This design comes from an exercise in tuning for small area, a short achievable clock period and few clock cycles per item on the open sky130 flow, not from production work.
The RTL was checked by simulation tests, not by an equivalence proof against the original design.

$ cat flow/run.sh
#!/bin/bash
# Layout flow: the standard flow (standard.sh, unchanged synthesis and
# steps) with three settings changed on make's command line:
#  - the port buffers that buffer_ports inserts are buf_4 cells, not its
#    default pick (a slow delay buffer);
#  - clock tree synthesis inserts no dummy loads (CTS_ARGS repeats ORFS's
#    own arguments and adds -dont_use_dummy_load).
# make's full output goes to flow.log in the work folder; ORFS keeps each
# step's log under orfs/logs.
set -euo pipefail
sed 's|"\${@:-finish}"|"BUFFER_PORTS_ARGS=-buffer_cell sky130_fd_sc_hd__buf_4" SETUP_SLACK_MARGIN=5.7 "CTS_ARGS=-sink_clustering_enable -repair_clock_nets -dont_use_dummy_load" "${@:-finish}"|' \
   standard.sh > standard_own.sh
grep -q 'SETUP_SLACK_MARGIN=5.7' standard_own.sh
bash standard_own.sh > flow.log 2>&1
$ cat standard.sh
#!/bin/bash
# synth_recipe.tcl (not shown) runs the flow's synth.tcl, then flattens the netlist and writes it again
# the make line also repeats each setting of config.mk as NAME=value (left out here)
make -C /OpenROAD-flow-scripts/flow DESIGN_CONFIG=/design/flow/config.mk WORK_HOME=/design/flow/orfs CLKGATE_MAP_FILE= SYNTH_SCRIPT=/design/flow/synth_recipe.tcl "${@:-finish}"
$ cat config.mk
export PLATFORM = sky130hd
export DESIGN_NAME = wave_gen_top
export DESIGN_NICKNAME = wave_gen_top
export VERILOG_FILES = /design/flow/design.v
export SDC_FILE = /design/flow/constraint.sdc
export NUM_CORES = 4
export LEC_CHECK = 0
export CAP_MARGIN = 20
export CORE_MARGIN = 2
export CORE_UTILIZATION = 40
export SLEW_MARGIN = 20
$ cat constraint.sdc
create_clock -name core_clock -period 9.0 [get_ports {CLOCK}]
set_input_delay 1.8000 -clock core_clock [delete_from_list [all_inputs] [get_ports {CLOCK}]]
set_output_delay 1.8000 -clock core_clock [all_outputs]
set_load 0.01 [all_outputs]
$ cat design.v
package wave_gen_pkg;
   localparam logic [1:0] WAVE_SINE  = 2'd0;
   localparam logic [1:0] WAVE_PULSE = 2'd1;
   localparam logic [1:0] WAVE_TRI   = 2'd2;
   localparam logic [1:0] WAVE_SAW   = 2'd3;
   typedef enum logic [1:0] {
      ST_IDLE  = 2'd0,
      ST_ISSUE = 2'd1,
      ST_DRAIN = 2'd2,
      ST_DONE  = 2'd3
   } wg_state_t;
   localparam logic [1:0] RST_WAVE = WAVE_SINE;
   localparam int         RST_STEP = 0;
   localparam int         RST_MIN  = 0;
   localparam logic [6:0] RST_DUTY = 7'd50;
   localparam logic [6:0] DUTY_MAX = 7'd100;
endpackage
module sine_lut #(
   parameter int DW = 12
) (
   input  logic [7:0]    idx_i,
   input  logic          neg_i,
   output logic [DW-1:0] u_o
);
   logic [DW-2:0] e_sel;
   sine_rom u_rom (
      .idx_i (idx_i),
      .e_o   (e_sel)
   );
   assign u_o = {~neg_i, e_sel ^ {(DW-1){neg_i}}};
endmodule
module sine_rom (
   input  logic [7:0]  idx_i,
   output logic [10:0] e_o
);
   always_comb begin
      case (idx_i)
         8'd0: e_o = 11'd6;
         8'd1: e_o = 11'd19;
         8'd2: e_o = 11'd31;
         8'd3: e_o = 11'd44;
         8'd4: e_o = 11'd57;
         8'd5: e_o = 11'd69;
         8'd6: e_o = 11'd82;
         8'd7: e_o = 11'd94;
         8'd8: e_o = 11'd107;
         8'd9: e_o = 11'd119;
         8'd10: e_o = 11'd132;
         8'd11: e_o = 11'd144;
         8'd12: e_o = 11'd157;
         8'd13: e_o = 11'd169;
         8'd14: e_o = 11'd182;
         8'd15: e_o = 11'd194;
         8'd16: e_o = 11'd207;
         8'd17: e_o = 11'd219;
         8'd18: e_o = 11'd232;
         8'd19: e_o = 11'd244;
         8'd20: e_o = 11'd257;
         8'd21: e_o = 11'd269;
         8'd22: e_o = 11'd282;
         8'd23: e_o = 11'd294;
         8'd24: e_o = 11'd307;
         8'd25: e_o = 11'd319;
         8'd26: e_o = 11'd331;
         8'd27: e_o = 11'd344;
         8'd28: e_o = 11'd356;
         8'd29: e_o = 11'd369;
         8'd30: e_o = 11'd381;
         8'd31: e_o = 11'd393;
         8'd32: e_o = 11'd406;
         8'd33: e_o = 11'd418;
         8'd34: e_o = 11'd430;
         8'd35: e_o = 11'd442;
         8'd36: e_o = 11'd455;
         8'd37: e_o = 11'd467;
         8'd38: e_o = 11'd479;
         8'd39: e_o = 11'd491;
         8'd40: e_o = 11'd503;
         8'd41: e_o = 11'd516;
         8'd42: e_o = 11'd528;
         8'd43: e_o = 11'd540;
         8'd44: e_o = 11'd552;
         8'd45: e_o = 11'd564;
         8'd46: e_o = 11'd576;
         8'd47: e_o = 11'd588;
         8'd48: e_o = 11'd600;
         8'd49: e_o = 11'd612;
         8'd50: e_o = 11'd624;
         8'd51: e_o = 11'd636;
         8'd52: e_o = 11'd648;
         8'd53: e_o = 11'd660;
         8'd54: e_o = 11'd672;
         8'd55: e_o = 11'd684;
         8'd56: e_o = 11'd696;
         8'd57: e_o = 11'd707;
         8'd58: e_o = 11'd719;
         8'd59: e_o = 11'd731;
         8'd60: e_o = 11'd743;
         8'd61: e_o = 11'd754;
         8'd62: e_o = 11'd766;
         8'd63: e_o = 11'd778;
         8'd64: e_o = 11'd789;
         8'd65: e_o = 11'd801;
         8'd66: e_o = 11'd812;
         8'd67: e_o = 11'd824;
         8'd68: e_o = 11'd835;
         8'd69: e_o = 11'd847;
         8'd70: e_o = 11'd858;
         8'd71: e_o = 11'd870;
         8'd72: e_o = 11'd881;
         8'd73: e_o = 11'd892;
         8'd74: e_o = 11'd903;
         8'd75: e_o = 11'd915;
         8'd76: e_o = 11'd926;
         8'd77: e_o = 11'd937;
         8'd78: e_o = 11'd948;
         8'd79: e_o = 11'd959;
         8'd80: e_o = 11'd970;
         8'd81: e_o = 11'd982;
         8'd82: e_o = 11'd993;
         8'd83: e_o = 11'd1003;
         8'd84: e_o = 11'd1014;
         8'd85: e_o = 11'd1025;
         8'd86: e_o = 11'd1036;
         8'd87: e_o = 11'd1047;
         8'd88: e_o = 11'd1058;
         8'd89: e_o = 11'd1068;
         8'd90: e_o = 11'd1079;
         8'd91: e_o = 11'd1090;
         8'd92: e_o = 11'd1100;
         8'd93: e_o = 11'd1111;
         8'd94: e_o = 11'd1122;
         8'd95: e_o = 11'd1132;
         8'd96: e_o = 11'd1142;
         8'd97: e_o = 11'd1153;
         8'd98: e_o = 11'd1163;
         8'd99: e_o = 11'd1174;
         8'd100: e_o = 11'd1184;
         8'd101: e_o = 11'd1194;
         8'd102: e_o = 11'd1204;
         8'd103: e_o = 11'd1214;
         8'd104: e_o = 11'd1224;
         8'd105: e_o = 11'd1234;
         8'd106: e_o = 11'd1244;
         8'd107: e_o = 11'd1254;
         8'd108: e_o = 11'd1264;
         8'd109: e_o = 11'd1274;
         8'd110: e_o = 11'd1284;
         8'd111: e_o = 11'd1294;
         8'd112: e_o = 11'd1303;
         8'd113: e_o = 11'd1313;
         8'd114: e_o = 11'd1323;
         8'd115: e_o = 11'd1332;
         8'd116: e_o = 11'd1342;
         8'd117: e_o = 11'd1351;
         8'd118: e_o = 11'd1361;
         8'd119: e_o = 11'd1370;
         8'd120: e_o = 11'd1379;
         8'd121: e_o = 11'd1389;
         8'd122: e_o = 11'd1398;
         8'd123: e_o = 11'd1407;
         8'd124: e_o = 11'd1416;
         8'd125: e_o = 11'd1425;
         8'd126: e_o = 11'd1434;
         8'd127: e_o = 11'd1443;
         8'd128: e_o = 11'd1452;
         8'd129: e_o = 11'd1461;
         8'd130: e_o = 11'd1469;
         8'd131: e_o = 11'd1478;
         8'd132: e_o = 11'd1487;
         8'd133: e_o = 11'd1495;
         8'd134: e_o = 11'd1504;
         8'd135: e_o = 11'd1513;
         8'd136: e_o = 11'd1521;
         8'd137: e_o = 11'd1529;
         8'd138: e_o = 11'd1538;
         8'd139: e_o = 11'd1546;
         8'd140: e_o = 11'd1554;
         8'd141: e_o = 11'd1562;
         8'd142: e_o = 11'd1570;
         8'd143: e_o = 11'd1578;
         8'd144: e_o = 11'd1586;
         8'd145: e_o = 11'd1594;
         8'd146: e_o = 11'd1602;
         8'd147: e_o = 11'd1610;
         8'd148: e_o = 11'd1618;
         8'd149: e_o = 11'd1625;
         8'd150: e_o = 11'd1633;
         8'd151: e_o = 11'd1640;
         8'd152: e_o = 11'd1648;
         8'd153: e_o = 11'd1655;
         8'd154: e_o = 11'd1663;
         8'd155: e_o = 11'd1670;
         8'd156: e_o = 11'd1677;
         8'd157: e_o = 11'd1684;
         8'd158: e_o = 11'd1691;
         8'd159: e_o = 11'd1699;
         8'd160: e_o = 11'd1705;
         8'd161: e_o = 11'd1712;
         8'd162: e_o = 11'd1719;
         8'd163: e_o = 11'd1726;
         8'd164: e_o = 11'd1733;
         8'd165: e_o = 11'd1739;
         8'd166: e_o = 11'd1746;
         8'd167: e_o = 11'd1753;
         8'd168: e_o = 11'd1759;
         8'd169: e_o = 11'd1765;
         8'd170: e_o = 11'd1772;
         8'd171: e_o = 11'd1778;
         8'd172: e_o = 11'd1784;
         8'd173: e_o = 11'd1790;
         8'd174: e_o = 11'd1796;
         8'd175: e_o = 11'd1802;
         8'd176: e_o = 11'd1808;
         8'd177: e_o = 11'd1814;
         8'd178: e_o = 11'd1820;
         8'd179: e_o = 11'd1826;
         8'd180: e_o = 11'd1831;
         8'd181: e_o = 11'd1837;
         8'd182: e_o = 11'd1842;
         8'd183: e_o = 11'd1848;
         8'd184: e_o = 11'd1853;
         8'd185: e_o = 11'd1858;
         8'd186: e_o = 11'd1864;
         8'd187: e_o = 11'd1869;
         8'd188: e_o = 11'd1874;
         8'd189: e_o = 11'd1879;
         8'd190: e_o = 11'd1884;
         8'd191: e_o = 11'd1889;
         8'd192: e_o = 11'd1894;
         8'd193: e_o = 11'd1898;
         8'd194: e_o = 11'd1903;
         8'd195: e_o = 11'd1908;
         8'd196: e_o = 11'd1912;
         8'd197: e_o = 11'd1917;
         8'd198: e_o = 11'd1921;
         8'd199: e_o = 11'd1925;
         8'd200: e_o = 11'd1929;
         8'd201: e_o = 11'd1934;
         8'd202: e_o = 11'd1938;
         8'd203: e_o = 11'd1942;
         8'd204: e_o = 11'd1946;
         8'd205: e_o = 11'd1950;
         8'd206: e_o = 11'd1953;
         8'd207: e_o = 11'd1957;
         8'd208: e_o = 11'd1961;
         8'd209: e_o = 11'd1964;
         8'd210: e_o = 11'd1968;
         8'd211: e_o = 11'd1971;
         8'd212: e_o = 11'd1975;
         8'd213: e_o = 11'd1978;
         8'd214: e_o = 11'd1981;
         8'd215: e_o = 11'd1984;
         8'd216: e_o = 11'd1987;
         8'd217: e_o = 11'd1990;
         8'd218: e_o = 11'd1993;
         8'd219: e_o = 11'd1996;
         8'd220: e_o = 11'd1999;
         8'd221: e_o = 11'd2001;
         8'd222: e_o = 11'd2004;
         8'd223: e_o = 11'd2006;
         8'd224: e_o = 11'd2009;
         8'd225: e_o = 11'd2011;
         8'd226: e_o = 11'd2014;
         8'd227: e_o = 11'd2016;
         8'd228: e_o = 11'd2018;
         8'd229: e_o = 11'd2020;
         8'd230: e_o = 11'd2022;
         8'd231: e_o = 11'd2024;
         8'd232: e_o = 11'd2026;
         8'd233: e_o = 11'd2028;
         8'd234: e_o = 11'd2029;
         8'd235: e_o = 11'd2031;
         8'd236: e_o = 11'd2032;
         8'd237: e_o = 11'd2034;
         8'd238: e_o = 11'd2035;
         8'd239: e_o = 11'd2037;
         8'd240: e_o = 11'd2038;
         8'd241: e_o = 11'd2039;
         8'd242: e_o = 11'd2040;
         8'd243: e_o = 11'd2041;
         8'd244: e_o = 11'd2042;
         8'd245: e_o = 11'd2043;
         8'd246: e_o = 11'd2044;
         8'd247: e_o = 11'd2044;
         8'd248: e_o = 11'd2045;
         8'd249: e_o = 11'd2045;
         8'd250: e_o = 11'd2046;
         8'd251: e_o = 11'd2046;
         8'd252: e_o = 11'd2047;
         8'd253: e_o = 11'd2047;
         8'd254: e_o = 11'd2047;
         8'd255: e_o = 11'd2047;
         default: e_o = 11'd0;
      endcase
   end
endmodule
module wave_gen_multi #(
   parameter int NCH = 2,
   parameter int DW  = 12,
   parameter int PW  = 24,
   localparam int CHW = (NCH > 1) ? $clog2(NCH) : 1
) (
   input  logic              CLOCK,
   input  logic              RESET,
   input  logic              tick,
   input  logic [NCH-1:0]    enable,
   input  logic              cfg_valid,
   output logic              cfg_ready,
   input  logic [CHW-1:0]    cfg_ch,
   input  logic [1:0]        cfg_wave,
   input  logic [PW-1:0]     cfg_step,
   input  logic [DW-1:0]     cfg_min,
   input  logic [DW-1:0]     cfg_max,
   input  logic [6:0]        cfg_duty,
   output logic              cfg_err,
   output logic [NCH*DW-1:0] sample,
   output logic              sample_valid,
   output logic              overrun
);
   assign cfg_ready = 1'b1;
   logic [PW-1:0]  phase_q    [NCH];
   logic [7:0]     sidx_q     [NCH];
   logic [1:0]     act_wave_q [NCH];
   logic [PW-1:0]  act_step_q [NCH];
   logic [DW-1:0]  act_min_q  [NCH];
   logic [DW-1:0]  act_nrng_q [NCH];
   logic [10:0]    act_thr_q  [NCH];
   logic [1:0]     sh_wave_q  [NCH];
   logic [PW-1:0]  sh_step_q  [NCH];
   logic [DW-1:0]  sh_min_q   [NCH];
   logic [DW-1:0]  sh_nrng_q  [NCH];
   logic [10:0]    sh_thr_q   [NCH];
   logic [NCH-1:0] sh_set_q;
   logic [NCH-1:0] wrap_q;
   logic          cfg_acc;
   logic          cfg_bad;
   assign cfg_acc  = cfg_valid && cfg_ready;
   assign cfg_bad  = (cfg_min > cfg_max) || (cfg_duty > wave_gen_pkg::DUTY_MAX) ||
                     (int'(cfg_ch) >= NCH);
   logic           in_tick_q;
   logic           in_cfg_q;
   logic [NCH-1:0] in_en_q;
   logic [CHW-1:0] in_ch_q;
   logic [1:0]     in_wave_q;
   logic [PW-1:0]  in_step_q;
   logic [DW-1:0]  in_min_q;
   logic [DW-1:0]  in_rng_q;
   logic [6:0]     in_duty_q;
   always_ff @(posedge CLOCK) begin
      in_en_q   <= enable;
      in_ch_q   <= cfg_ch;
      in_wave_q <= cfg_wave;
      in_step_q <= cfg_step;
      in_min_q  <= cfg_min;
      in_rng_q  <= cfg_max - cfg_min;
      in_duty_q <= cfg_duty;
   end
   logic          cfg_wr;
   logic [DW-1:0] cfg_rng;
   logic [10:0]   cfg_thr;
   assign cfg_wr   = in_cfg_q && !cfg_err_q;
   assign cfg_rng  = in_rng_q;
   function automatic logic [10:0] duty_thr(input int d);
      duty_thr = 11'((d * 1024 + 99) / 100);
   endfunction
   logic [10:0] thr_rom [128];
   for (genvar g = 0; g < 128; g++) begin : g_thr
      localparam logic [10:0] THR = duty_thr(g);
      assign thr_rom[g] = THR;
   end
   assign cfg_thr = thr_rom[in_duty_q];
   logic sample_valid_q;
   logic cfg_err_q;
   logic overrun_q;
   logic tick_acc;
   assign tick_acc = in_tick_q;
   logic [DW-1:0]  u_d    [NCH];
   logic [PW:0]    sum_w  [NCH];
   for (genvar c = 0; c < NCH; c++) begin : g_lane
      logic [PW-1:0] p;
      logic [DW-1:0] tri_t;
      logic          pulse_hi;
      logic [DW-1:0] lut_u;
      assign p     = phase_q[c];
      assign tri_t = p[PW-2 -: DW];
      assign sum_w[c] = {1'b0, p} + {1'b0, act_step_q[c]};
      sine_lut #(.DW(DW)) u_sine_lut (
         .idx_i (sidx_q[c]),
         .neg_i (p[PW-1]),
         .u_o   (lut_u)
      );
      always_comb begin
         pulse_hi = 11'(p[PW-1 -: 10]) < (wrap_q[c] ? sh_thr_q[c] : act_thr_q[c]);
         case (wrap_q[c] ? sh_wave_q[c] : act_wave_q[c])
            wave_gen_pkg::WAVE_SAW:   u_d[c] = p[PW-1 -: DW];
            wave_gen_pkg::WAVE_TRI:   u_d[c] = p[PW-1] ? ~tri_t : tri_t;
            wave_gen_pkg::WAVE_PULSE: u_d[c] = pulse_hi ? '1 : '0;
            default:                  u_d[c] = lut_u;
         endcase
         if (!in_en_q[c]) begin
            u_d[c] = '0;
         end
      end
   end
   logic [DW-1:0]  s1_u_q   [NCH];
   logic           s1_valid_q;
   logic           s2_valid_q;
   always_ff @(posedge CLOCK) begin
      for (int c = 0; c < NCH; c++) begin
         s1_u_q[c]   <= u_d[c];
      end
   end
   logic [2*DW-1:0] s2_s_q   [NCH];
   logic [2*DW-1:0] s2_c_q   [NCH];
   for (genvar c = 0; c < NCH; c++) begin : g_mul
      logic [2*DW-1:0] ms;
      logic [2*DW-1:0] mc;
      csa_mul u_mul (
         .a (~act_nrng_q[c]),
         .b (s1_u_q[c]),
         .m (act_min_q[c]),
         .s (ms),
         .c (mc)
      );
      always_ff @(posedge CLOCK) begin
         s2_s_q[c]   <= ms;
         s2_c_q[c]   <= mc;
      end
   end
   logic [NCH*DW-1:0] sample_q;
   always_ff @(posedge CLOCK) begin
      for (int c = 0; c < NCH; c++) begin
         sample_q[c*DW +: DW] <= DW'((s2_s_q[c] + s2_c_q[c]) >> DW);
      end
   end
   always_ff @(posedge CLOCK) begin
      for (int c = 0; c < NCH; c++) begin
         if (cfg_wr && (in_ch_q == CHW'(c))) begin
            sh_wave_q[c] <= in_wave_q;
            sh_step_q[c] <= in_step_q;
            sh_min_q[c]  <= in_min_q;
            sh_nrng_q[c] <= ~cfg_rng;
            sh_thr_q[c]  <= cfg_thr;
         end
      end
   end
   always_ff @(posedge CLOCK or posedge RESET) begin
      if (RESET) begin
         for (int c = 0; c < NCH; c++) begin
            phase_q[c]    <= '0;
            sidx_q[c]     <= '0;
            act_wave_q[c] <= wave_gen_pkg::RST_WAVE;
            act_step_q[c] <= PW'(wave_gen_pkg::RST_STEP);
            act_min_q[c]  <= DW'(wave_gen_pkg::RST_MIN);
            act_nrng_q[c] <= '0;
            act_thr_q[c]  <= duty_thr(int'(wave_gen_pkg::RST_DUTY));
         end
         in_tick_q      <= 1'b0;
         in_cfg_q       <= 1'b0;
         sh_set_q       <= '0;
         wrap_q         <= '0;
         s1_valid_q     <= 1'b0;
         s2_valid_q     <= 1'b0;
         sample_valid_q <= 1'b0;
         cfg_err_q      <= 1'b0;
         overrun_q      <= 1'b0;
      end else begin
         for (int c = 0; c < NCH; c++) begin
            if (tick_acc) begin
               if (in_en_q[c]) begin
                  phase_q[c] <= sum_w[c][PW-1:0];
                  sidx_q[c]  <= sum_w[c][PW-2] ? ~sum_w[c][PW-3 -: 8] : sum_w[c][PW-3 -: 8];
                  if (sum_w[c][PW] && sh_set_q[c]) begin
                     act_step_q[c] <= sh_step_q[c];
                  end
               end else begin
                  phase_q[c] <= '0;
                  sidx_q[c]  <= '0;
               end
            end
            wrap_q[c] <= tick_acc && in_en_q[c] && sum_w[c][PW] && sh_set_q[c];
            if (wrap_q[c]) begin
               act_wave_q[c] <= sh_wave_q[c];
               act_min_q[c]  <= sh_min_q[c];
               act_nrng_q[c] <= sh_nrng_q[c];
               act_thr_q[c]  <= sh_thr_q[c];
            end
            if (cfg_wr && (in_ch_q == CHW'(c))) begin
               sh_set_q[c] <= 1'b1;
               if (!in_en_q[c]) begin
                  act_wave_q[c] <= in_wave_q;
                  act_step_q[c] <= in_step_q;
                  act_min_q[c]  <= in_min_q;
                  act_nrng_q[c] <= ~cfg_rng;
                  act_thr_q[c]  <= cfg_thr;
               end
            end
         end
         in_tick_q      <= tick && cfg_ready;
         in_cfg_q       <= cfg_acc;
         s1_valid_q     <= tick_acc;
         s2_valid_q     <= s1_valid_q;
         sample_valid_q <= s2_valid_q;
         cfg_err_q      <= cfg_acc && cfg_bad;
         if (tick && !cfg_ready) begin
            overrun_q <= 1'b1;
         end
      end
   end
   assign sample       = sample_q;
   assign sample_valid = sample_valid_q;
   assign cfg_err      = cfg_err_q;
   assign overrun      = overrun_q;
endmodule
module csa_mul (
   input  logic [11:0] a,
   input  logic [11:0] b,
   input  logic [11:0] m,
   output logic [23:0] s,
   output logic [23:0] c
);
   logic one1;
   logic two2;
   logic neg3;
   logic pp4;
   logic pp5;
   logic pp6;
   logic pp7;
   logic pp8;
   logic pp9;
   logic pp10;
   logic pp11;
   logic pp12;
   logic pp13;
   logic pp14;
   logic pp15;
   logic pp16;
   logic sg17;
   logic one18;
   logic two19;
   logic neg20;
   logic pp21;
   logic pp22;
   logic pp23;
   logic pp24;
   logic pp25;
   logic pp26;
   logic pp27;
   logic pp28;
   logic pp29;
   logic pp30;
   logic pp31;
   logic pp32;
   logic pp33;
   logic sg34;
   logic one35;
   logic two36;
   logic neg37;
   logic pp38;
   logic pp39;
   logic pp40;
   logic pp41;
   logic pp42;
   logic pp43;
   logic pp44;
   logic pp45;
   logic pp46;
   logic pp47;
   logic pp48;
   logic pp49;
   logic pp50;
   logic sg51;
   logic one52;
   logic two53;
   logic neg54;
   logic pp55;
   logic pp56;
   logic pp57;
   logic pp58;
   logic pp59;
   logic pp60;
   logic pp61;
   logic pp62;
   logic pp63;
   logic pp64;
   logic pp65;
   logic pp66;
   logic pp67;
   logic sg68;
   logic one69;
   logic two70;
   logic neg71;
   logic pp72;
   logic pp73;
   logic pp74;
   logic pp75;
   logic pp76;
   logic pp77;
   logic pp78;
   logic pp79;
   logic pp80;
   logic pp81;
   logic pp82;
   logic pp83;
   logic pp84;
   logic sg85;
   logic one86;
   logic two87;
   logic neg88;
   logic pp89;
   logic pp90;
   logic pp91;
   logic pp92;
   logic pp93;
   logic pp94;
   logic pp95;
   logic pp96;
   logic pp97;
   logic pp98;
   logic pp99;
   logic pp100;
   logic pp101;
   logic sg102;
   logic pp103;
   logic pp104;
   logic pp105;
   logic pp106;
   logic pp107;
   logic pp108;
   logic pp109;
   logic pp110;
   logic pp111;
   logic pp112;
   logic pp113;
   logic pp114;
   logic s115;
   logic c116;
   logic s117;
   logic c118;
   logic s119;
   logic c120;
   logic s121;
   logic c122;
   logic s123;
   logic c124;
   logic s125;
   logic c126;
   logic s127;
   logic c128;
   logic s129;
   logic c130;
   logic s131;
   logic c132;
   logic s133;
   logic c134;
   logic s135;
   logic c136;
   logic s137;
   logic c138;
   logic s139;
   logic c140;
   logic s141;
   logic c142;
   logic s143;
   logic c144;
   logic s145;
   logic c146;
   logic s147;
   logic c148;
   logic s149;
   logic c150;
   logic s151;
   logic c152;
   logic s153;
   logic c154;
   logic s155;
   logic c156;
   logic s157;
   logic c158;
   logic s159;
   logic c160;
   logic s161;
   logic c162;
   logic s163;
   logic c164;
   logic s165;
   logic c166;
   logic s167;
   logic c168;
   logic s169;
   logic c170;
   logic s171;
   logic c172;
   logic s173;
   logic c174;
   logic s175;
   logic c176;
   logic s177;
   logic c178;
   logic s179;
   logic c180;
   logic s181;
   logic c182;
   logic s183;
   logic c184;
   logic s185;
   logic c186;
   logic s187;
   logic c188;
   logic s189;
   logic c190;
   logic s191;
   logic c192;
   logic s193;
   logic c194;
   logic s195;
   logic c196;
   logic s197;
   logic c198;
   logic s199;
   logic c200;
   logic s201;
   logic c202;
   logic s203;
   logic c204;
   logic s205;
   logic c206;
   logic s207;
   logic c208;
   logic s209;
   logic c210;
   logic s211;
   logic c212;
   logic s213;
   logic c214;
   logic s215;
   logic c216;
   logic s217;
   logic c218;
   logic s219;
   logic c220;
   logic s221;
   logic c222;
   logic s223;
   logic c224;
   logic s225;
   logic c226;
   logic s227;
   logic c228;
   logic s229;
   logic c230;
   logic s231;
   logic c232;
   logic s233;
   logic c234;
   logic s235;
   logic c236;
   logic s237;
   logic c238;
   logic s239;
   logic c240;
   logic s241;
   logic c242;
   logic s243;
   logic c244;
   logic s245;
   logic c246;
   logic s247;
   logic c248;
   logic s249;
   logic c250;
   logic s251;
   logic c252;
   logic s253;
   logic c254;
   logic s255;
   logic c256;
   logic s257;
   logic c258;
   logic s259;
   logic c260;
   logic s261;
   logic c262;
   logic s263;
   logic c264;
   logic s265;
   logic c266;
   logic s267;
   logic c268;
   logic s269;
   logic c270;
   logic s271;
   logic c272;
   logic s273;
   logic c274;
   logic s275;
   logic c276;
   logic s277;
   logic c278;
   logic s279;
   logic c280;
   logic s281;
   logic c282;
   logic s283;
   logic c284;
   logic s285;
   logic c286;
   logic s287;
   logic c288;
   logic s289;
   logic c290;
   logic s291;
   logic c292;
   logic s293;
   logic c294;
   logic s295;
   logic c296;
   logic s297;
   logic c298;
   logic s299;
   logic c300;
   logic s301;
   logic c302;
   logic s303;
   logic c304;
   logic s305;
   logic c306;
   logic s307;
   logic c308;
   logic s309;
   logic c310;
   logic s311;
   logic c312;
   logic s313;
   logic c314;
   assign one1 = b[0] ^ 1'b0;
   assign two2 = (b[1] & ~b[0] & ~1'b0) | (~b[1] & b[0] & 1'b0);
   assign neg3 = b[1];
   assign pp4 = ((one1 & a[0]) | (two2 & 1'b0)) ^ neg3;
   assign pp5 = ((one1 & a[1]) | (two2 & a[0])) ^ neg3;
   assign pp6 = ((one1 & a[2]) | (two2 & a[1])) ^ neg3;
   assign pp7 = ((one1 & a[3]) | (two2 & a[2])) ^ neg3;
   assign pp8 = ((one1 & a[4]) | (two2 & a[3])) ^ neg3;
   assign pp9 = ((one1 & a[5]) | (two2 & a[4])) ^ neg3;
   assign pp10 = ((one1 & a[6]) | (two2 & a[5])) ^ neg3;
   assign pp11 = ((one1 & a[7]) | (two2 & a[6])) ^ neg3;
   assign pp12 = ((one1 & a[8]) | (two2 & a[7])) ^ neg3;
   assign pp13 = ((one1 & a[9]) | (two2 & a[8])) ^ neg3;
   assign pp14 = ((one1 & a[10]) | (two2 & a[9])) ^ neg3;
   assign pp15 = ((one1 & a[11]) | (two2 & a[10])) ^ neg3;
   assign pp16 = ((one1 & 1'b0) | (two2 & a[11])) ^ neg3;
   assign sg17 = ~neg3;
   assign one18 = b[2] ^ b[1];
   assign two19 = (b[3] & ~b[2] & ~b[1]) | (~b[3] & b[2] & b[1]);
   assign neg20 = b[3];
   assign pp21 = ((one18 & a[0]) | (two19 & 1'b0)) ^ neg20;
   assign pp22 = ((one18 & a[1]) | (two19 & a[0])) ^ neg20;
   assign pp23 = ((one18 & a[2]) | (two19 & a[1])) ^ neg20;
   assign pp24 = ((one18 & a[3]) | (two19 & a[2])) ^ neg20;
   assign pp25 = ((one18 & a[4]) | (two19 & a[3])) ^ neg20;
   assign pp26 = ((one18 & a[5]) | (two19 & a[4])) ^ neg20;
   assign pp27 = ((one18 & a[6]) | (two19 & a[5])) ^ neg20;
   assign pp28 = ((one18 & a[7]) | (two19 & a[6])) ^ neg20;
   assign pp29 = ((one18 & a[8]) | (two19 & a[7])) ^ neg20;
   assign pp30 = ((one18 & a[9]) | (two19 & a[8])) ^ neg20;
   assign pp31 = ((one18 & a[10]) | (two19 & a[9])) ^ neg20;
   assign pp32 = ((one18 & a[11]) | (two19 & a[10])) ^ neg20;
   assign pp33 = ((one18 & 1'b0) | (two19 & a[11])) ^ neg20;
   assign sg34 = ~neg20;
   assign one35 = b[4] ^ b[3];
   assign two36 = (b[5] & ~b[4] & ~b[3]) | (~b[5] & b[4] & b[3]);
   assign neg37 = b[5];
   assign pp38 = ((one35 & a[0]) | (two36 & 1'b0)) ^ neg37;
   assign pp39 = ((one35 & a[1]) | (two36 & a[0])) ^ neg37;
   assign pp40 = ((one35 & a[2]) | (two36 & a[1])) ^ neg37;
   assign pp41 = ((one35 & a[3]) | (two36 & a[2])) ^ neg37;
   assign pp42 = ((one35 & a[4]) | (two36 & a[3])) ^ neg37;
   assign pp43 = ((one35 & a[5]) | (two36 & a[4])) ^ neg37;
   assign pp44 = ((one35 & a[6]) | (two36 & a[5])) ^ neg37;
   assign pp45 = ((one35 & a[7]) | (two36 & a[6])) ^ neg37;
   assign pp46 = ((one35 & a[8]) | (two36 & a[7])) ^ neg37;
   assign pp47 = ((one35 & a[9]) | (two36 & a[8])) ^ neg37;
   assign pp48 = ((one35 & a[10]) | (two36 & a[9])) ^ neg37;
   assign pp49 = ((one35 & a[11]) | (two36 & a[10])) ^ neg37;
   assign pp50 = ((one35 & 1'b0) | (two36 & a[11])) ^ neg37;
   assign sg51 = ~neg37;
   assign one52 = b[6] ^ b[5];
   assign two53 = (b[7] & ~b[6] & ~b[5]) | (~b[7] & b[6] & b[5]);
   assign neg54 = b[7];
   assign pp55 = ((one52 & a[0]) | (two53 & 1'b0)) ^ neg54;
   assign pp56 = ((one52 & a[1]) | (two53 & a[0])) ^ neg54;
   assign pp57 = ((one52 & a[2]) | (two53 & a[1])) ^ neg54;
   assign pp58 = ((one52 & a[3]) | (two53 & a[2])) ^ neg54;
   assign pp59 = ((one52 & a[4]) | (two53 & a[3])) ^ neg54;
   assign pp60 = ((one52 & a[5]) | (two53 & a[4])) ^ neg54;
   assign pp61 = ((one52 & a[6]) | (two53 & a[5])) ^ neg54;
   assign pp62 = ((one52 & a[7]) | (two53 & a[6])) ^ neg54;
   assign pp63 = ((one52 & a[8]) | (two53 & a[7])) ^ neg54;
   assign pp64 = ((one52 & a[9]) | (two53 & a[8])) ^ neg54;
   assign pp65 = ((one52 & a[10]) | (two53 & a[9])) ^ neg54;
   assign pp66 = ((one52 & a[11]) | (two53 & a[10])) ^ neg54;
   assign pp67 = ((one52 & 1'b0) | (two53 & a[11])) ^ neg54;
   assign sg68 = ~neg54;
   assign one69 = b[8] ^ b[7];
   assign two70 = (b[9] & ~b[8] & ~b[7]) | (~b[9] & b[8] & b[7]);
   assign neg71 = b[9];
   assign pp72 = ((one69 & a[0]) | (two70 & 1'b0)) ^ neg71;
   assign pp73 = ((one69 & a[1]) | (two70 & a[0])) ^ neg71;
   assign pp74 = ((one69 & a[2]) | (two70 & a[1])) ^ neg71;
   assign pp75 = ((one69 & a[3]) | (two70 & a[2])) ^ neg71;
   assign pp76 = ((one69 & a[4]) | (two70 & a[3])) ^ neg71;
   assign pp77 = ((one69 & a[5]) | (two70 & a[4])) ^ neg71;
   assign pp78 = ((one69 & a[6]) | (two70 & a[5])) ^ neg71;
   assign pp79 = ((one69 & a[7]) | (two70 & a[6])) ^ neg71;
   assign pp80 = ((one69 & a[8]) | (two70 & a[7])) ^ neg71;
   assign pp81 = ((one69 & a[9]) | (two70 & a[8])) ^ neg71;
   assign pp82 = ((one69 & a[10]) | (two70 & a[9])) ^ neg71;
   assign pp83 = ((one69 & a[11]) | (two70 & a[10])) ^ neg71;
   assign pp84 = ((one69 & 1'b0) | (two70 & a[11])) ^ neg71;
   assign sg85 = ~neg71;
   assign one86 = b[10] ^ b[9];
   assign two87 = (b[11] & ~b[10] & ~b[9]) | (~b[11] & b[10] & b[9]);
   assign neg88 = b[11];
   assign pp89 = ((one86 & a[0]) | (two87 & 1'b0)) ^ neg88;
   assign pp90 = ((one86 & a[1]) | (two87 & a[0])) ^ neg88;
   assign pp91 = ((one86 & a[2]) | (two87 & a[1])) ^ neg88;
   assign pp92 = ((one86 & a[3]) | (two87 & a[2])) ^ neg88;
   assign pp93 = ((one86 & a[4]) | (two87 & a[3])) ^ neg88;
   assign pp94 = ((one86 & a[5]) | (two87 & a[4])) ^ neg88;
   assign pp95 = ((one86 & a[6]) | (two87 & a[5])) ^ neg88;
   assign pp96 = ((one86 & a[7]) | (two87 & a[6])) ^ neg88;
   assign pp97 = ((one86 & a[8]) | (two87 & a[7])) ^ neg88;
   assign pp98 = ((one86 & a[9]) | (two87 & a[8])) ^ neg88;
   assign pp99 = ((one86 & a[10]) | (two87 & a[9])) ^ neg88;
   assign pp100 = ((one86 & a[11]) | (two87 & a[10])) ^ neg88;
   assign pp101 = ((one86 & 1'b0) | (two87 & a[11])) ^ neg88;
   assign sg102 = ~neg88;
   assign pp103 = a[0] & b[11];
   assign pp104 = a[1] & b[11];
   assign pp105 = a[2] & b[11];
   assign pp106 = a[3] & b[11];
   assign pp107 = a[4] & b[11];
   assign pp108 = a[5] & b[11];
   assign pp109 = a[6] & b[11];
   assign pp110 = a[7] & b[11];
   assign pp111 = a[8] & b[11];
   assign pp112 = a[9] & b[11];
   assign pp113 = a[10] & b[11];
   assign pp114 = a[11] & b[11];
   assign s115 = pp12 ^ pp27;
   assign c116 = pp12 & pp27;
   assign s117 = pp13 ^ pp28;
   assign c118 = pp13 & pp28;
   assign s119 = pp14 ^ pp29 ^ pp44;
   assign c120 = (pp14 & pp29) | (pp14 & pp44) | (pp29 & pp44);
   assign s121 = pp59 ^ pp74;
   assign c122 = pp59 & pp74;
   assign s123 = pp15 ^ pp30 ^ pp45;
   assign c124 = (pp15 & pp30) | (pp15 & pp45) | (pp30 & pp45);
   assign s125 = pp60 ^ pp75;
   assign c126 = pp60 & pp75;
   assign s127 = pp16 ^ pp31 ^ pp46;
   assign c128 = (pp16 & pp31) | (pp16 & pp46) | (pp31 & pp46);
   assign s129 = pp61 ^ pp76 ^ pp91;
   assign c130 = (pp61 & pp76) | (pp61 & pp91) | (pp76 & pp91);
   assign s131 = sg17 ^ pp32 ^ pp47;
   assign c132 = (sg17 & pp32) | (sg17 & pp47) | (pp32 & pp47);
   assign s133 = pp62 ^ pp77 ^ pp92;
   assign c134 = (pp62 & pp77) | (pp62 & pp92) | (pp77 & pp92);
   assign s135 = pp104 ^ m[1];
   assign c136 = pp104 & m[1];
   assign s137 = pp33 ^ pp48 ^ pp63;
   assign c138 = (pp33 & pp48) | (pp33 & pp63) | (pp48 & pp63);
   assign s139 = pp78 ^ pp93 ^ pp105;
   assign c140 = (pp78 & pp93) | (pp78 & pp105) | (pp93 & pp105);
   assign s141 = m[2] ^ 1'b1;
   assign c142 = m[2] & 1'b1;
   assign s143 = sg34 ^ pp49 ^ pp64;
   assign c144 = (sg34 & pp49) | (sg34 & pp64) | (pp49 & pp64);
   assign s145 = pp79 ^ pp94 ^ pp106;
   assign c146 = (pp79 & pp94) | (pp79 & pp106) | (pp94 & pp106);
   assign s147 = pp50 ^ pp65 ^ pp80;
   assign c148 = (pp50 & pp65) | (pp50 & pp80) | (pp65 & pp80);
   assign s149 = pp95 ^ pp107;
   assign c150 = pp95 & pp107;
   assign s151 = sg51 ^ pp66 ^ pp81;
   assign c152 = (sg51 & pp66) | (sg51 & pp81) | (pp66 & pp81);
   assign s153 = pp67 ^ pp82;
   assign c154 = pp67 & pp82;
   assign s155 = pp8 ^ pp23;
   assign c156 = pp8 & pp23;
   assign s157 = pp9 ^ pp24;
   assign c158 = pp9 & pp24;
   assign s159 = pp10 ^ pp25 ^ pp40;
   assign c160 = (pp10 & pp25) | (pp10 & pp40) | (pp25 & pp40);
   assign s161 = pp55 ^ neg54;
   assign c162 = pp55 & neg54;
   assign s163 = pp11 ^ pp26 ^ pp41;
   assign c164 = (pp11 & pp26) | (pp11 & pp41) | (pp26 & pp41);
   assign s165 = pp56 ^ b[7];
   assign c166 = pp56 & b[7];
   assign s167 = s115 ^ pp42 ^ pp57;
   assign c168 = (s115 & pp42) | (s115 & pp57) | (pp42 & pp57);
   assign s169 = pp72 ^ neg71 ^ b[8];
   assign c170 = (pp72 & neg71) | (pp72 & b[8]) | (neg71 & b[8]);
   assign s171 = s117 ^ pp43 ^ pp58;
   assign c172 = (s117 & pp43) | (s117 & pp58) | (pp43 & pp58);
   assign s173 = pp73 ^ b[9] ^ c116;
   assign c174 = (pp73 & b[9]) | (pp73 & c116) | (b[9] & c116);
   assign s175 = s119 ^ s121 ^ pp89;
   assign c176 = (s119 & s121) | (s119 & pp89) | (s121 & pp89);
   assign s177 = neg88 ^ b[10] ^ c118;
   assign c178 = (neg88 & b[10]) | (neg88 & c118) | (b[10] & c118);
   assign s179 = s123 ^ s125 ^ pp90;
   assign c180 = (s123 & s125) | (s123 & pp90) | (s125 & pp90);
   assign s181 = b[11] ^ c120 ^ c122;
   assign c182 = (b[11] & c120) | (b[11] & c122) | (c120 & c122);
   assign s183 = s127 ^ s129 ^ pp103;
   assign c184 = (s127 & s129) | (s127 & pp103) | (s129 & pp103);
   assign s185 = m[0] ^ c124 ^ c126;
   assign c186 = (m[0] & c124) | (m[0] & c126) | (c124 & c126);
   assign s187 = s131 ^ s133 ^ s135;
   assign c188 = (s131 & s133) | (s131 & s135) | (s133 & s135);
   assign s189 = 1'b1 ^ c128 ^ c130;
   assign c190 = (1'b1 & c128) | (1'b1 & c130) | (c128 & c130);
   assign s191 = s137 ^ s139 ^ s141;
   assign c192 = (s137 & s139) | (s137 & s141) | (s139 & s141);
   assign s193 = c132 ^ c134 ^ c136;
   assign c194 = (c132 & c134) | (c132 & c136) | (c134 & c136);
   assign s195 = s143 ^ s145 ^ m[3];
   assign c196 = (s143 & s145) | (s143 & m[3]) | (s145 & m[3]);
   assign s197 = c138 ^ c140 ^ c142;
   assign c198 = (c138 & c140) | (c138 & c142) | (c140 & c142);
   assign s199 = s147 ^ s149 ^ m[4];
   assign c200 = (s147 & s149) | (s147 & m[4]) | (s149 & m[4]);
   assign s201 = 1'b1 ^ c144 ^ c146;
   assign c202 = (1'b1 & c144) | (1'b1 & c146) | (c144 & c146);
   assign s203 = s151 ^ pp96 ^ pp108;
   assign c204 = (s151 & pp96) | (s151 & pp108) | (pp96 & pp108);
   assign s205 = m[5] ^ c148 ^ c150;
   assign c206 = (m[5] & c148) | (m[5] & c150) | (c148 & c150);
   assign s207 = s153 ^ pp97 ^ pp109;
   assign c208 = (s153 & pp97) | (s153 & pp109) | (pp97 & pp109);
   assign s209 = m[6] ^ 1'b1 ^ c152;
   assign c210 = (m[6] & 1'b1) | (m[6] & c152) | (1'b1 & c152);
   assign s211 = sg68 ^ pp83 ^ pp98;
   assign c212 = (sg68 & pp83) | (sg68 & pp98) | (pp83 & pp98);
   assign s213 = pp110 ^ m[7] ^ c154;
   assign c214 = (pp110 & m[7]) | (pp110 & c154) | (m[7] & c154);
   assign s215 = pp84 ^ pp99 ^ pp111;
   assign c216 = (pp84 & pp99) | (pp84 & pp111) | (pp99 & pp111);
   assign s217 = m[8] ^ 1'b1;
   assign c218 = m[8] & 1'b1;
   assign s219 = sg85 ^ pp100 ^ pp112;
   assign c220 = (sg85 & pp100) | (sg85 & pp112) | (pp100 & pp112);
   assign s221 = pp101 ^ pp113;
   assign c222 = pp101 & pp113;
   assign s223 = pp6 ^ pp21;
   assign c224 = pp6 & pp21;
   assign s225 = pp7 ^ pp22;
   assign c226 = pp7 & pp22;
   assign s227 = s155 ^ pp38 ^ neg37;
   assign c228 = (s155 & pp38) | (s155 & neg37) | (pp38 & neg37);
   assign s229 = s157 ^ pp39 ^ b[5];
   assign c230 = (s157 & pp39) | (s157 & b[5]) | (pp39 & b[5]);
   assign s231 = s159 ^ s161 ^ b[6];
   assign c232 = (s159 & s161) | (s159 & b[6]) | (s161 & b[6]);
   assign s233 = s163 ^ s165 ^ c160;
   assign c234 = (s163 & s165) | (s163 & c160) | (s165 & c160);
   assign s235 = s167 ^ s169 ^ c164;
   assign c236 = (s167 & s169) | (s167 & c164) | (s169 & c164);
   assign s237 = s171 ^ s173 ^ c168;
   assign c238 = (s171 & s173) | (s171 & c168) | (s173 & c168);
   assign s239 = s175 ^ s177 ^ c172;
   assign c240 = (s175 & s177) | (s175 & c172) | (s177 & c172);
   assign s241 = s179 ^ s181 ^ c176;
   assign c242 = (s179 & s181) | (s179 & c176) | (s181 & c176);
   assign s243 = s183 ^ s185 ^ c180;
   assign c244 = (s183 & s185) | (s183 & c180) | (s185 & c180);
   assign s245 = s187 ^ s189 ^ c184;
   assign c246 = (s187 & s189) | (s187 & c184) | (s189 & c184);
   assign s247 = s191 ^ s193 ^ c188;
   assign c248 = (s191 & s193) | (s191 & c188) | (s193 & c188);
   assign s249 = s195 ^ s197 ^ c192;
   assign c250 = (s195 & s197) | (s195 & c192) | (s197 & c192);
   assign s251 = s199 ^ s201 ^ c196;
   assign c252 = (s199 & s201) | (s199 & c196) | (s201 & c196);
   assign s253 = s203 ^ s205 ^ c200;
   assign c254 = (s203 & s205) | (s203 & c200) | (s205 & c200);
   assign s255 = s207 ^ s209 ^ c204;
   assign c256 = (s207 & s209) | (s207 & c204) | (s209 & c204);
   assign s257 = s211 ^ s213 ^ c208;
   assign c258 = (s211 & s213) | (s211 & c208) | (s213 & c208);
   assign s259 = s215 ^ s217 ^ c212;
   assign c260 = (s215 & s217) | (s215 & c212) | (s217 & c212);
   assign s261 = s219 ^ m[9] ^ c216;
   assign c262 = (s219 & m[9]) | (s219 & c216) | (m[9] & c216);
   assign s263 = s221 ^ m[10] ^ 1'b1;
   assign c264 = (s221 & m[10]) | (s221 & 1'b1) | (m[10] & 1'b1);
   assign s265 = sg102 ^ pp114 ^ m[11];
   assign c266 = (sg102 & pp114) | (sg102 & m[11]) | (pp114 & m[11]);
   assign s267 = pp4 ^ neg3;
   assign c268 = pp4 & neg3;
   assign s269 = pp5 ^ b[1];
   assign c270 = pp5 & b[1];
   assign s271 = s223 ^ neg20 ^ b[2];
   assign c272 = (s223 & neg20) | (s223 & b[2]) | (neg20 & b[2]);
   assign s273 = s225 ^ b[3] ^ c224;
   assign c274 = (s225 & b[3]) | (s225 & c224) | (b[3] & c224);
   assign s275 = s227 ^ b[4] ^ c226;
   assign c276 = (s227 & b[4]) | (s227 & c226) | (b[4] & c226);
   assign s277 = s229 ^ c156 ^ c228;
   assign c278 = (s229 & c156) | (s229 & c228) | (c156 & c228);
   assign s279 = s231 ^ c158 ^ c230;
   assign c280 = (s231 & c158) | (s231 & c230) | (c158 & c230);
   assign s281 = s233 ^ c162 ^ c232;
   assign c282 = (s233 & c162) | (s233 & c232) | (c162 & c232);
   assign s283 = s235 ^ c166 ^ c234;
   assign c284 = (s235 & c166) | (s235 & c234) | (c166 & c234);
   assign s285 = s237 ^ c170 ^ c236;
   assign c286 = (s237 & c170) | (s237 & c236) | (c170 & c236);
   assign s287 = s239 ^ c174 ^ c238;
   assign c288 = (s239 & c174) | (s239 & c238) | (c174 & c238);
   assign s289 = s241 ^ c178 ^ c240;
   assign c290 = (s241 & c178) | (s241 & c240) | (c178 & c240);
   assign s291 = s243 ^ c182 ^ c242;
   assign c292 = (s243 & c182) | (s243 & c242) | (c182 & c242);
   assign s293 = s245 ^ c186 ^ c244;
   assign c294 = (s245 & c186) | (s245 & c244) | (c186 & c244);
   assign s295 = s247 ^ c190 ^ c246;
   assign c296 = (s247 & c190) | (s247 & c246) | (c190 & c246);
   assign s297 = s249 ^ c194 ^ c248;
   assign c298 = (s249 & c194) | (s249 & c248) | (c194 & c248);
   assign s299 = s251 ^ c198 ^ c250;
   assign c300 = (s251 & c198) | (s251 & c250) | (c198 & c250);
   assign s301 = s253 ^ c202 ^ c252;
   assign c302 = (s253 & c202) | (s253 & c252) | (c202 & c252);
   assign s303 = s255 ^ c206 ^ c254;
   assign c304 = (s255 & c206) | (s255 & c254) | (c206 & c254);
   assign s305 = s257 ^ c210 ^ c256;
   assign c306 = (s257 & c210) | (s257 & c256) | (c210 & c256);
   assign s307 = s259 ^ c214 ^ c258;
   assign c308 = (s259 & c214) | (s259 & c258) | (c214 & c258);
   assign s309 = s261 ^ c218 ^ c260;
   assign c310 = (s261 & c218) | (s261 & c260) | (c218 & c260);
   assign s311 = s263 ^ c220 ^ c262;
   assign c312 = (s263 & c220) | (s263 & c262) | (c220 & c262);
   assign s313 = s265 ^ c222 ^ c264;
   assign c314 = (s265 & c222) | (s265 & c264) | (c222 & c264);
   assign s[0] = s267;
   assign c[0] = b[0];
   assign s[1] = s269;
   assign c[1] = c268;
   assign s[2] = s271;
   assign c[2] = c270;
   assign s[3] = s273;
   assign c[3] = c272;
   assign s[4] = s275;
   assign c[4] = c274;
   assign s[5] = s277;
   assign c[5] = c276;
   assign s[6] = s279;
   assign c[6] = c278;
   assign s[7] = s281;
   assign c[7] = c280;
   assign s[8] = s283;
   assign c[8] = c282;
   assign s[9] = s285;
   assign c[9] = c284;
   assign s[10] = s287;
   assign c[10] = c286;
   assign s[11] = s289;
   assign c[11] = c288;
   assign s[12] = s291;
   assign c[12] = c290;
   assign s[13] = s293;
   assign c[13] = c292;
   assign s[14] = s295;
   assign c[14] = c294;
   assign s[15] = s297;
   assign c[15] = c296;
   assign s[16] = s299;
   assign c[16] = c298;
   assign s[17] = s301;
   assign c[17] = c300;
   assign s[18] = s303;
   assign c[18] = c302;
   assign s[19] = s305;
   assign c[19] = c304;
   assign s[20] = s307;
   assign c[20] = c306;
   assign s[21] = s309;
   assign c[21] = c308;
   assign s[22] = s311;
   assign c[22] = c310;
   assign s[23] = s313;
   assign c[23] = c312;
endmodule
module wave_gen_top (
   input  logic         CLOCK,
   input  logic         RESET,
   input  logic         tick,
   input  logic [5:0]   enable,
   input  logic         cfg_valid,
   output logic         cfg_ready,
   input  logic [2:0]   cfg_ch,
   input  logic [1:0]   cfg_wave,
   input  logic [23:0]  cfg_step,
   input  logic [11:0]  cfg_min,
   input  logic [11:0]  cfg_max,
   input  logic [6:0]   cfg_duty,
   output logic         cfg_err,
   output logic [71:0]  sample,
   output logic         sample_valid,
   output logic         overrun
);
   wave_gen_multi #(.NCH(6), .DW(12), .PW(24)) u_gen (
      .CLOCK        (CLOCK),
      .RESET        (RESET),
      .tick         (tick),
      .enable       (enable),
      .cfg_valid    (cfg_valid),
      .cfg_ready    (cfg_ready),
      .cfg_ch       (cfg_ch),
      .cfg_wave     (cfg_wave),
      .cfg_step     (cfg_step),
      .cfg_min      (cfg_min),
      .cfg_max      (cfg_max),
      .cfg_duty     (cfg_duty),
      .cfg_err      (cfg_err),
      .sample       (sample),
      .sample_valid (sample_valid),
      .overrun      (overrun)
   );
endmodule
==> impl_metrics.xml <==
<?xml version="1.0" encoding="UTF-8"?>
<metrics>
  <group name="timing">
    <metric name="post-route-period-util" unit="%">38.46</metric>
    <metric name="whs" unit="ns">0.3483</metric>
    <metric name="report.final.hold_viol_count" unit="">0</metric>
    <metric name="unrepaired_setup_endpoints_after_global_routing" unit="">true</metric>
    <metric name="final_period_minus_worst_setup_slack" unit="ns">3.462</metric>
    <metric name="fmaxAchievable" unit="MHz">288.9</metric>
    <metric name="final-setup-viol-count" unit="">0</metric>
    <metric name="timing.final.max_slew_violations" unit="">0</metric>
    <metric name="worst_clock_skew" unit="ns">0.07835</metric>
    <metric name="fin_tns_setup" unit="ns">0</metric>
    <metric name="slew-limit-headroom" unit="%">21.99</metric>
    <metric name="actual_transition_at_the_worst_max_transition_pin" unit="ns">1.138</metric>
  </group>
  <group name="layout">
    <metric name="design_area" unit="um2">120500</metric>
    <metric name="syn_to_final_growth" unit="%">15.82</metric>
    <metric name="final_layout_size_suffix_gt1_share" unit="%">17.07</metric>
    <metric name="nets" unit="">12820</metric>
    <metric name="final_core_occ" unit="%">46.50</metric>
  </group>
  <group name="cts">
    <metric name="cts_tree" unit="">done</metric>
    <metric name="maximum_buffer_depth_of_the_clock_tree" unit="">3</metric>
    <metric name="clock_tree.root_cell" unit="">sky130_fd_sc_hd__clkbuf_16</metric>
    <metric name="clock_latency" unit="ns">0.83</metric>
    <metric name="htree_num_levels" unit="">4</metric>
    <metric name="clk_pin_slew_worst_paths" unit="ns">0.06</metric>
    <metric name="cts_sinks" unit="">1440</metric>
    <metric name="cts_made_buffers" unit="">164</metric>
  </group>
  <group name="logic_synthesis">
    <metric name="synth_area" unit="um2">104100</metric>
    <metric name="syn-num-nets" unit="">12760</metric>
    <metric name="post_synth_num_cell_types" unit="">108</metric>
    <metric name="syn_inst" unit="">11680</metric>
    <metric name="ys_seq_area_share" unit="%">33.99</metric>
    <metric name="synth_async_sr_flop_share" unit="%">40.00</metric>
    <metric name="synth_commonest_cells" unit="">sky130_fd_sc_hd__a21oi_1 (1300), sky130_fd_sc_hd__nor2_1 (1049), sky130_fd_sc_hd__nand2_1 (970)</metric>
    <metric name="synth-main-ff-cell" unit="">sky130_fd_sc_hd__dfrtp_1</metric>
    <metric name="post_synth.cell_area_avg" unit="um2">8.909</metric>
    <metric name="yosys.area.top_type_share" unit="%">13.70</metric>
    <metric name="synth_top_cells_by_area" unit="">sky130_fd_sc_hd__dfrtp_1 (14%), sky130_fd_sc_hd__edfxtp_1 (11%), sky130_fd_sc_hd__dfxtp_1 (9.6%)</metric>
    <metric name="most_common_cell_in_the_netlist" unit="">sky130_fd_sc_hd__a21oi_1</metric>
    <metric name="synth_warnings" unit="">38</metric>
    <metric name="edff_count_synth" unit="">366</metric>
    <metric name="postSynthRegisterBits" unit="">1440</metric>
    <metric name="synth_area_leader_cell" unit="">sky130_fd_sc_hd__dfrtp_1</metric>
  </group>
  <group name="setup_path">
    <metric name="crit_family" unit="">adder cells</metric>
    <metric name="critical_path_required" unit="ns">9.68</metric>
    <metric name="cp_slowest_cell" unit="">sky130_fd_sc_hd__fa_2</metric>
    <metric name="worst_setup_path_end_kind" unit="">flip-flop</metric>
    <metric name="cp_slowest_stage_delay" unit="ns">0.56</metric>
    <metric name="worst-setup-path-type" unit="">flip-flop to flip-flop</metric>
    <metric name="crit_path_cell_trace" unit="">clkinvlp_4, nor2_4, buf_4, buf_4, a21oi_1, a21oi_1, nor2_2, fa_1, fa_2, fa_2, fa_2</metric>
    <metric name="cp_max_fo" unit="">5</metric>
    <metric name="regToRegSetupSlack" unit="ns">5.54</metric>
    <metric name="crit_buf_inv" unit="">3</metric>
    <metric name="timing.critical_path.arrival" unit="ns">4.14</metric>
    <metric name="setup.worst_path.start_class" unit="">flip-flop</metric>
    <metric name="path_common_cell" unit="">sky130_fd_sc_hd__fa_2</metric>
  </group>
  <group name="grt">
    <metric name="grt_start_max_net_pins" unit="">155</metric>
    <metric name="initial_antenna_violation_count" unit="">16</metric>
    <metric name="global_route.usage.total" unit="%">25.95</metric>
    <metric name="first_global_vias" unit="">87400</metric>
    <metric name="globalRouteOverflowTotal" unit="">0</metric>
    <metric name="grt_pass1_wl" unit="mm">538.9</metric>
  </group>
  <group name="route">
    <metric name="routed_wire_length_per_instance" unit="um">23.77</metric>
    <metric name="num_vias" unit="">92400</metric>
    <metric name="drt_iter0_markers" unit="">10410</metric>
    <metric name="drt_pre_antenna_iters" unit="">7</metric>
    <metric name="drt_wl_total" unit="mm">360.0</metric>
    <metric name="ant_nets" unit="">0</metric>
    <metric name="drc_errors" unit="">0</metric>
    <metric name="drt-vias-per-instance" unit="">6.099</metric>
  </group>
  <group name="job">
    <metric name="maxCapViolations" unit="">0</metric>
  </group>
  <group name="run_status">
    <metric name="run_status" unit="">finished clean</metric>
  </group>
  <group name="place">
    <metric name="place.detailed.hpwl" unit="mm">240.4</metric>
    <metric name="dpl_cell_area" unit="um2">107500</metric>
    <metric name="portBuffers" unit="">143</metric>
    <metric name="final_wtd_congestion" unit="">0.9554</metric>
  </group>
  <group name="die">
    <metric name="initial_core_utilization" unit="%">40.15</metric>
    <metric name="io_pins" unit="">146</metric>
    <metric name="die_area" unit="um2">264300</metric>
    <metric name="chipWidth" unit="um">514.1</metric>
    <metric name="floorplan.rows" unit="">187</metric>
    <metric name="placeableCoreArea" unit="um2">259200</metric>
    <metric name="chipHeight" unit="um">514.1</metric>
  </group>
  <group name="hold_path">
    <metric name="hold_path.class" unit="">flip-flop to flip-flop</metric>
  </group>
</metrics>
==> state kept, by name, indices dropped and copies added (netlist names), 72 cells and up <==
register	flops
u_gen.act_step_q	144
u_gen.s2_c_q	144
u_gen.sh_nrng_q	72
u_gen.s1_u_q	72
u_gen.act_min_q	72
u_gen.s2_s_q	144
u_gen.act_nrng_q	72
u_gen.sample_q	72
u_gen.phase_q	144
u_gen.sh_step_q	144
u_gen.sh_min_q	72
==> per-stage QoR <==
step | worst slack, ns | cells
2_1_floorplan | -0.6426 | 11680
3_3_place_gp | 4.308 | 14460
3_5_place_dp | 4.245 | 14460
4_1_cts | 5.538 | 14920
5_1_grt | 5.463 | 15150
6_report | 5.538 | 15150
==> cell usage in the layout, fill, tap and decap left out, types with 63 or more instances in the layout <==
cell	count
sky130_fd_sc_hd__nor2b_1	146
sky130_fd_sc_hd__o21ai_1	73
sky130_fd_sc_hd__mux2i_1	397
sky130_fd_sc_hd__a31oi_1	112
sky130_fd_sc_hd__o211ai_1	107
sky130_fd_sc_hd__buf_4	614
sky130_fd_sc_hd__nand2b_1	151
sky130_fd_sc_hd__nand3_1	142
sky130_fd_sc_hd__dfxtp_1	423
sky130_fd_sc_hd__dfxtp_4	66
sky130_fd_sc_hd__a21oi_1	1234
sky130_fd_sc_hd__ha_1	520
sky130_fd_sc_hd__nand2_1	909
sky130_fd_sc_hd__dfrtp_1	474
sky130_fd_sc_hd__xor2_1	145
sky130_fd_sc_hd__nor2_1	962
sky130_fd_sc_hd__clkbuf_16	173
sky130_fd_sc_hd__o21ai_0	505
sky130_fd_sc_hd__xnor2_1	331
sky130_fd_sc_hd__inv_1	601
sky130_fd_sc_hd__buf_6	93
sky130_fd_sc_hd__o2bb2ai_1	67
sky130_fd_sc_hd__fa_1	349
sky130_fd_sc_hd__mux4_2	63
sky130_fd_sc_hd__a211oi_1	167
sky130_fd_sc_hd__a21oi_2	65
sky130_fd_sc_hd__fa_2	90
sky130_fd_sc_hd__edfxtp_1	366
sky130_fd_sc_hd__a21o_1	103
sky130_fd_sc_hd__o22ai_1	377
sky130_fd_sc_hd__nor3_1	176
sky130_fd_sc_hd__a22o_1	76
==> timing repair <==
item	4_1_cts	5_1_grt
hold buffers	0	0
setup endpoints to repair	600	493
buffers inserted	276	215
gates cloned	13	14
resized for setup	770	513
pin swaps	158	272
==> final timing paths <==
path / endpoint / startpoint / cells past startpoint
min in group asynchronous: u_gen.sidx_q[2][3]$_DFFE_PP0P_ / RESET / 2
hold / removal: u_gen.s2_valid_q$_DFF_PP0_ / u_gen.s1_valid_q$_DFF_PP0_ / 0
max in group asynchronous: u_gen.wrap_q[5]$_DFF_PP0_ / RESET / 4
hold reg to reg: u_gen.s2_valid_q$_DFF_PP0_ / u_gen.s1_valid_q$_DFF_PP0_ / 0
setup reg to reg: u_gen.s2_s_q[1][12]$_DFF_P_ / u_gen.s1_u_q[1][6]$_SDFF_PN0_ / 11
setup / recovery: u_gen.s2_s_q[1][12]$_DFF_P_ / u_gen.s1_u_q[1][6]$_SDFF_PN0_ / 11
==> logic make-up after synthesis <==
family,synth area share [%]
AO/OA/AOI/OAI,22.16
AND/OR/NAND/NOR,12.52
buffers and inverters,6.050
other,0.007215
multiplexers,5.526
XOR/XNOR,4.516
adder cells (fa/ha/maj),15.23
flip-flops,33.99
==> layout make-up <==
class / instances / area (um2)
Clock buffer: 164 / 4104
Timing Repair Buffer: 781 / 7181
Inverter: 723 / 3064
Timing Repair inverter: 7 / 48.80
Multi-Input combinational cell: 8630 / 66030
Fill cell: 24410 / 138700
Sequential cell: 1440 / 35860
Antenna cell: 2 / 5.005
Tap cell: 3402 / 4257
==> per-layer routing <==
| layer | track usage [%] | share of wire (%) | up-vias |
|---|---|---|---|
| met1 | 36.75 | 43 | 45290 |
| met3 | 3.878 | 8.3 | 816 |
| met5 | 0 | 0 | - |
| met4 | 8.219 | 3.6 | 0 |
| met2 | 40.65 | 45 | 4595 |
| li1 | - | - | 41700 |
Testbench counts, summed over its fixed seeds: cycles 7,062, items 5,628.

==> afterwards: timing with drivers on the ports <==
No port has a modelled driver above. Below, the same layout with a new extraction and two added sets of constraints.
Step 1 assumes that a clkbuf_16 drives the clock port and a buf_2 every other input.
Step 2 adds t to the input delays and takes it off the output delays; t is the mean of the earliest and latest rising clock arrival at the registers after step 1. Input paths then give back, and output paths get back, about the clock's delay inside the block.
Three values: no drivers, after step 1, after step 2; two values: the first two.
shift t [ns]: 0.893
setup slack, ns: 5.538 / 5.538 / 4.989
worst register clock-pin slew, ns: 0.07 / 0.07
After both steps this run still meets setup and hold. The setup slack of this run moves by 0.000 ns with the drivers and by -0.549 ns with both steps.
